From an optimization exercise on the open Yosys and OpenROAD flow, aimed at small area, a short achievable clock period and few clock cycles per item; shortcuts taken in it are not production practice. At most, simulation tests tie the RTL to the original design; equivalence was not proved. Power and IR drop assume default switching activity.

before:
Design assembly_source_tokenizer_top, start of the top module:
module assembly_source_tokenizer_top (
  input  logic               clk_i,
  input  logic               rst_ni,
  input  logic               in_valid_i,
  output logic               in_ready_o,
  input  logic [8:0]         in_data_i,    
  output logic               out_valid_o,
  input  logic               out_ready_i,
  output logic [71:0]        out_data_o    
);
  logic       hv, cons;
  logic [5:0] item;
  ast_in_buf u_buf (
    .clk_i      (clk_i),
    .rst_ni     (rst_ni),
    .in_valid_i (in_valid_i),
    .in_ready_o (in_ready_o),
    .in_data_i  (in_data_i),
    .hv_o       (hv),
    .item_o     (item),
    .cons_i     (cons)
  );
  ast_lexer u_lexer (
    .clk_i       (clk_i),
    .rst_ni      (rst_ni),
    .hv_i        (hv),
    .item_i      (item),
    .cons_o      (cons),
    .out_valid_o (out_valid_o),
    .out_ready_i (out_ready_i),
    .out_data_o  (out_data_o)
  );
endmodule
Settings: LEC_CHECK=0, CAP_MARGIN=20, CORE_MARGIN=2, CORE_UTILIZATION=25, CTS_BUF_LIST=sky130_fd_sc_hd__clkbuf_8, PLACE_DENSITY=0.5, SETUP_SLACK_MARGIN=5, SLEW_MARGIN=20; clock period 8.0 ns.
standard.sh (not shown) runs the stock make flow with config.mk's settings and CLKGATE_MAP_FILE= SYNTH_SCRIPT=/design/flow/synth_recipe.tcl, a recipe that flattens the netlist after the stock synthesis.
==> flow/flow/run.sh <==
#!/bin/bash
# ORFS layout as the standard flow, with single-strength port buffers.
set -euo pipefail
W=$(pwd)
export BUFFER_PORTS_ARGS="-buffer_cell sky130_fd_sc_hd__buf_1"
make -C "$FLOW_HOME" DESIGN_CONFIG="$FLOW_CONFIG" WORK_HOME="$W/orfs" CLKGATE_MAP_FILE= \
  SYNTH_SCRIPT="$W/synth_recipe.tcl" CAP_MARGIN=20 CORE_MARGIN=2 CORE_UTILIZATION=25 \
  PLACE_DENSITY=0.5 SLEW_MARGIN=20 SETUP_SLACK_MARGIN=5 finish > "$W/make.log" 2>&1
: # left out here: write the final layout as DEF
Modified inputs, after compared to before
diff --git a/flow/design.v b/flow/design.v
--- a/flow/design.v
+++ b/flow/design.v
@@ -239,13 +239,13 @@
   logic        rsp_q, rsp_d;          
   logic [15:0] start_q, start_d, len_q, len_d, ocol_q, ocol_d;
   logic        final_q, final_d;
   logic [4:0]  c;
   logic        last, nl;
   logic        sp_nl, alpha, digit, wbody, nbody, tstart, qm, sigil;
-  logic        is_tok, body_ok, cons, newres, tload, need_slot, upd;
+  logic        is_tok, body_ok, cons, newres, tload, upd;
   logic [15:0] offset_inc, len_inc, line_true;
   logic [3:0]  ocls;
   logic [4:0]  onode, gnode;
   logic [6:0]  ccode;
   assign c    = item_i[5:1];
   assign last = item_i[0];
@@ -388,33 +388,25 @@
           final_d = 1'b1;
         end
       end
       if (cons && !halted_q) begin
         offset_d = offset_inc;
         col_d    = nl ? 16'd1 : ast_pkg::sat_inc16(col_q);
-        if (tload || !pend_q || (nl && (nlp_q || rsp_q))) begin
-          line_d = line_true;
-          nlp_d  = nl;
-          rsp_d  = 1'b0;
-        end else begin
-          nlp_d  = nlp_q || nl;
-        end
+        line_d = line_true;
+        nlp_d  = nl;
+        rsp_d  = 1'b0;
         if (last) begin
           if (!pl_d) cls_d = ast_pkg::C_IDLE;
           offset_d = '0;
           col_d    = 16'd1;
           rsp_d    = 1'b1;
         end
       end
     end
   end
-  assign need_slot = !halted_q &&
-                     (((cls_q == ast_pkg::C_COMMENT) && (last || (nl && (nlp_q || rsp_q)))) ||
-                      ((cls_q == ast_pkg::C_IDLE) &&
-                       (last || tstart || qm || (nl && (nlp_q || rsp_q)))));
-  assign upd    = pl_q || (hv_i && (!need_slot || !pend_q || out_ready_i));
+  assign upd    = pl_q || (hv_i && (!pend_q || halted_q || out_ready_i));
   assign cons_o = upd && cons;
   always_ff @(posedge clk_i or negedge rst_ni) begin
     if (!rst_ni) begin
       cls_q    <= ast_pkg::C_IDLE;
       halted_q <= 1'b0;
       pend_q   <= 1'b0;
Results
In the route summary, after ends up with a via count exceeding that of before.
Relative to before, share of the clock period used by the worst path after layout has gone up in after.
In after, critical path depth is higher than in before.
after against before: sequential area share after synthesis was more or less identical; synthesized area shows no meaningful change.
Compared with before, after is more frugal on power.
No run of this note included a check of the RTL's function; only the layout flow was run.


the previous run:
assembly_source_tokenizer_top, a different RTL version from the one above (not shown whole).
Size: roughly 130 flip-flops, ~0.0078 mm2 of cells after synthesis.
clock: 8.0 ns
lec_check: 0
cap_margin: 20
core_margin: 2
core_utilization: 45
cts_buf_list: sky130_fd_sc_hd__clkbuf_8
place_density: 0.65
setup_slack_margin: 5
slew_margin: 20
synth_hierarchical: 1
synth_minimum_keep_size: 0
==> flow/flow/run.sh <==
#!/bin/bash
# ORFS layout as the standard flow, with single-strength port buffers.
set -euo pipefail
W=$(pwd)
export BUFFER_PORTS_ARGS="-buffer_cell sky130_fd_sc_hd__buf_1"
make -C "$FLOW_HOME" DESIGN_CONFIG="$FLOW_CONFIG" WORK_HOME="$W/orfs" CLKGATE_MAP_FILE= \
  SYNTH_SCRIPT="$W/synth_recipe.tcl" CAP_MARGIN=20 CORE_MARGIN=2 CORE_UTILIZATION=45 \
  PLACE_DENSITY=0.65 SLEW_MARGIN=20 SETUP_SLACK_MARGIN=5 finish > "$W/make.log" 2>&1
: # left out here: write the final layout as DEF
#### Input delta (the current run over the previous run)
-- flow/design.v --
<<< the previous run, line 456
  assign col_flip  = !nl && !col_sat;
  assign line_flip = !rsp_q && nlp_q && !line_sat;
  always_ff @(posedge clk_i) begin
    offset_q <= offset_cur ^ ({16{take}} & offset_m);
    col_q    <= (take && nl) ? 16'd1 : (col_cur ^ ({16{take && col_flip}} & col_m));
    line_q   <= (take && rsp_q) ? 16'd1 : (line_q ^ ({16{take && line_flip}} & line_m));
    len_q    <= (upd && len_ld) ? len_set : (len_q ^ ({16{len_grow && !len_sat}} & len_m));
  end
  assign out_valid_o = pend_q;
>>> the current run, line 456
  assign col_flip  = !nl && !col_sat;
  assign line_flip = !rsp_q && nlp_q && !line_sat;
  logic [15:0] offset_n, col_n, line_n, len_n;
  ast_flip u_offset (.c_i(offset_cur), .m_i(offset_m), .t_i(take), .y_o(offset_n));
  ast_flip u_col    (.c_i(col_cur), .m_i(col_m), .t_i(take && col_flip), .y_o(col_n));
  ast_flip u_line   (.c_i(line_q), .m_i(line_m), .t_i(take && line_flip), .y_o(line_n));
  ast_flip u_len    (.c_i(len_q), .m_i(len_m), .t_i(len_grow && !len_sat), .y_o(len_n));
  always_ff @(posedge clk_i) begin
    offset_q <= offset_n;
    col_q    <= (take && nl) ? 16'd1 : col_n;
    line_q   <= (take && rsp_q) ? 16'd1 : line_n;
    len_q    <= (upd && len_ld) ? len_set : len_n;
  end
  assign out_valid_o = pend_q;
<<< the previous run, line 472
);
  assign y_o = a_i || (b_i && r_i);
endmodule
module assembly_source_tokenizer_top (
>>> the current run, line 477
);
  assign y_o = a_i || (b_i && r_i);
endmodule
module ast_flip (
  input  logic [15:0] c_i,
  input  logic [15:0] m_i,
  input  logic        t_i,
  output logic [15:0] y_o
);
  assign y_o = c_i ^ (m_i & {16{t_i}});
endmodule
module assembly_source_tokenizer_top (
Compared with the previous run, the current run shows number of inserted filler cells in the final layout higher by 81.
The current run reports a lower wire length than the previous run does.
The largest stage delay on the critical path in the current run sits 0.26 ns below the value recorded for the previous run.
[compare] base=the previous run new=the current run: power density of the placed cells lost about 2.1%, total power lost 2.1%, number of distinct library cells after synthesis picked up an extra 21%, area after synthesis picked up an extra 5.6%.
[compare] base=the previous run new=the current run: vertical die dimension went up, global-route usage went down.
The previous run and the current run ended up with roughly the same post-route cell area.
Comparing the previous run and the current run, the lower fraction of power consumed by the clock network was measured on the current run.
Diff the previous run -> the current run | die area | increase of about 5.4%
No run of this note included a check of the RTL's function; only the layout flow was run.


assembly_source_tokenizer_top, a different RTL version from the one above (not shown whole).
For scale: ~860 cells after synthesis, roughly 87 I/O pins.
==> flow/config.mk <==
export PLATFORM = sky130hd
export DESIGN_NAME = assembly_source_tokenizer_top
export DESIGN_NICKNAME = assembly_source_tokenizer_top
export VERILOG_FILES = /design/flow/design.v
export SDC_FILE = /design/flow/constraint.sdc
export NUM_CORES = 4
export LEC_CHECK = 0
export CAP_MARGIN = 20
export CORE_MARGIN = 2
export CORE_UTILIZATION = 45
export CTS_BUF_LIST = sky130_fd_sc_hd__clkbuf_8
export PLACE_DENSITY = 0.65
export SETUP_SLACK_MARGIN = 5
export SLEW_MARGIN = 20
==> flow/constraint.sdc <==
create_clock -name core_clock -period 8.0 [get_ports {clk_i}]
set_input_delay 1.6000 -clock core_clock [delete_from_list [all_inputs] [get_ports {clk_i}]]
set_output_delay 1.6000 -clock core_clock [all_outputs]
set_load 0.01 [all_outputs]
Scripts as last shown in full above: flow/flow/run.sh
Next try:
--- a/flow/design.v
+++ b/flow/design.v
@@ -234,26 +234,26 @@
 );
   logic [3:0]  cls_q, cls_d;
   logic [4:0]  node_q, node_d;
   logic [1:0]  fault_q, fault_d;
   logic        halted_q, halted_d;
   logic        pend_q;
   logic        pl_q, pl_d;            
-  logic [15:0] offset_q, col_q, col_base;
-  logic [15:0] line_q, line_d;
+  logic [15:0] offset_q, col_q;
+  logic [15:0] line_q;
   logic        nlp_q, nlp_d;          
   logic        rsp_q, rsp_d;          
   logic [15:0] start_q, start_d, len_q, len_set, ocol_q, ocol_d;
   logic        len_ld, len_grow, len_sat, take;
   logic        final_q, final_d;
   logic [4:0]  c;
   logic        last, nl;
   logic        sp_nl, alpha, digit, wbody, nbody, tstart, qm, sigil;
   logic        is_tok, body_ok, cons, newres, tload, upd;
-  logic [15:0] offset_cur, col_cur, line_true;
+  logic [15:0] offset_cur, col_cur;
   logic        sig_first;
   logic [3:0]  ocls;
   logic [4:0]  onode, gnode;
   logic [6:0]  ccode;
   assign c    = item_i[5:1];
   assign last = item_i[0];
   assign nl   = (c == ast_pkg::X_NL);
@@ -277,15 +277,14 @@
     endcase
   end
   assign offset_cur = rsp_q ? 16'd0 : offset_q;
   assign col_cur    = rsp_q ? 16'd1 : col_q;
   assign sig_first  = ((cls_q == ast_pkg::C_REG) || (cls_q == ast_pkg::C_LABEL)) && (len_q == '0);
   assign len_sat    = (&len_q[15:1]) && (len_q[0] ||
                        (cls_q == ast_pkg::C_REG) || (cls_q == ast_pkg::C_LABEL));
-  assign line_true  = rsp_q ? 16'd1 : (nlp_q ? ast_pkg::sat_inc16(line_q) : line_q);
   always_comb begin
     onode = ast_pkg::word_first(c);
     if (c == ast_pkg::X_HASH) begin
       ocls  = ast_pkg::C_SECT;
       onode = ast_pkg::S_H;
     end else if (c == ast_pkg::X_DOLLAR) ocls = ast_pkg::C_REG;
     else if (c == ast_pkg::X_COLON) ocls = ast_pkg::C_LABEL;
@@ -299,15 +298,14 @@
   assign ccode = ast_pkg::tok_code(cls_q, node_q);
   always_comb begin
     cls_d    = cls_q;
     node_d   = node_q;
     fault_d  = fault_q;
     halted_d = halted_q;
     pl_d     = 1'b0;
-    line_d   = line_q;
     nlp_d    = nlp_q;
     rsp_d    = rsp_q;
     start_d  = start_q;
     len_ld   = 1'b0;
     len_set  = 16'd0;
     len_grow = 1'b0;
     ocol_d   = ocol_q;
@@ -398,15 +396,14 @@
           len_ld  = 1'b1;
           len_set = 16'd0;
           ocol_d  = col_cur;
           final_d = 1'b1;
         end
       end
       if (cons && !halted_q) begin
-        line_d = line_true;
         nlp_d  = nl;
         rsp_d  = last;
         if (last && !pl_d) cls_d = ast_pkg::C_IDLE;
       end
     end
   end
   assign upd    = pl_q || (hv_i && (!pend_q || halted_q || out_ready_i));
@@ -430,26 +427,39 @@
       end
     end
   end
   always_ff @(posedge clk_i) begin
     if (upd) begin
       node_q  <= node_d;
       fault_q <= fault_d;
-      line_q  <= line_d;
       start_q <= start_d;
       ocol_q  <= ocol_d;
       final_q <= final_d;
     end
   end
-  assign take     = upd && cons && !halted_q;
-  assign col_base = (rsp_q || (take && nl)) ? 16'd1 : col_q;
+  function automatic logic [15:0] carry_mask(input logic [15:0] v);
+    carry_mask[0] = 1'b1;
+    for (int i = 1; i < 16; i++) carry_mask[i] = carry_mask[i-1] && v[i-1];
+  endfunction
+  logic        col_flip, line_flip, col_sat, line_sat;
+  logic [15:0] offset_m, col_m, line_m, len_m;
+  assign take      = upd && cons && !halted_q;
+  assign offset_m  = carry_mask(offset_cur);
+  assign col_m     = carry_mask(col_cur);
+  assign line_m    = carry_mask(line_q);
+  assign len_m     = carry_mask(len_q);
+  assign col_sat   = (col_cur == 16'hffff);
+  assign line_sat  = (line_q == 16'hffff);
+  assign col_flip  = !nl && !col_sat;
+  assign line_flip = !rsp_q && nlp_q && !line_sat;
   always_ff @(posedge clk_i) begin
-    offset_q <= offset_cur + {15'd0, take};
-    col_q    <= col_base + {15'd0, take && !nl && (col_base != 16'hffff)};
-    len_q    <= (upd && len_ld) ? len_set : len_q + {15'd0, upd && len_grow && !len_sat};
+    offset_q <= offset_cur ^ ({16{take}} & offset_m);
+    col_q    <= (take && nl) ? 16'd1 : (col_cur ^ ({16{take && col_flip}} & col_m));
+    line_q   <= (take && rsp_q) ? 16'd1 : (line_q ^ ({16{take && line_flip}} & line_m));
+    len_q    <= (upd && len_ld) ? len_set : (len_q ^ ({16{len_grow && !len_sat}} & len_m));
   end
   assign out_valid_o = pend_q;
   assign out_data_o  = {node_q, fault_q, start_q, len_q, line_q, ocol_q, final_q};
 endmodule
 module assembly_source_tokenizer_top (
   input  logic               clk_i,
   input  logic               rst_ni,
Outcome: Setup slack is better by 0.35 ns. Final cell count went up by 2.7%. Total power went up by 22%. Design area went down by 4.3%. Combinational power went up by 39%. Non-clock buffer count went down by 26. Clock skew went down by 0.0075 ns. Core utilization went down by 4.0 points. Sequential share of layout area went down by 0.28 points. Worst hold slack is better by 0.012 ns. Sequential cell count is unchanged. Wire length went up by 1.7%. Global-route usage stays flat.
Testbench counts after the change, summed over its fixed seeds: cycles 45,176, bytes 43,768.
The RTL of the first run of this note was laid out without a check of its function.

## separate check: timing with driven ports
No port has a modelled driver above. Below, the same layouts with a new extraction and two added sets of constraints. Step 1 sets driving cells, clkbuf_16 on the clock port and buf_2 on the other inputs (assumed; they add their load-dependent delay and slew). Step 2 moves the port delays by t, midway between the first and last clock arrival at a register: inputs arrive t later, outputs are due t later. That takes back most of the time a late clock gives input paths. Three values: ideal, step 1, step 2; two values: the first two.
run	shift t [ns]	slack for setup (ns)	slew at the worst register clock pin (ns)
before	0.463	5.055 / 5.018 / 4.624	0.08 / 0.08
after	0.490	4.830 / 4.804 / 4.313	0.09 / 0.09
the previous run	0.480	4.895 / 4.895 / 4.610	0.08 / 0.08
the current run	0.471	5.085 / 5.065 / 4.636	0.10 / 0.10
the first run of note 3	0.486	4.669 / 4.667 / 4.181	0.10 / 0.10
the second run of note 3	0.482	5.020 / 5.018 / 4.536	0.08 / 0.08
After both steps setup and hold are still met in every run listed. The setup slack of after, which loses most, moves by -0.026 ns with the drivers and by -0.517 ns with both steps.
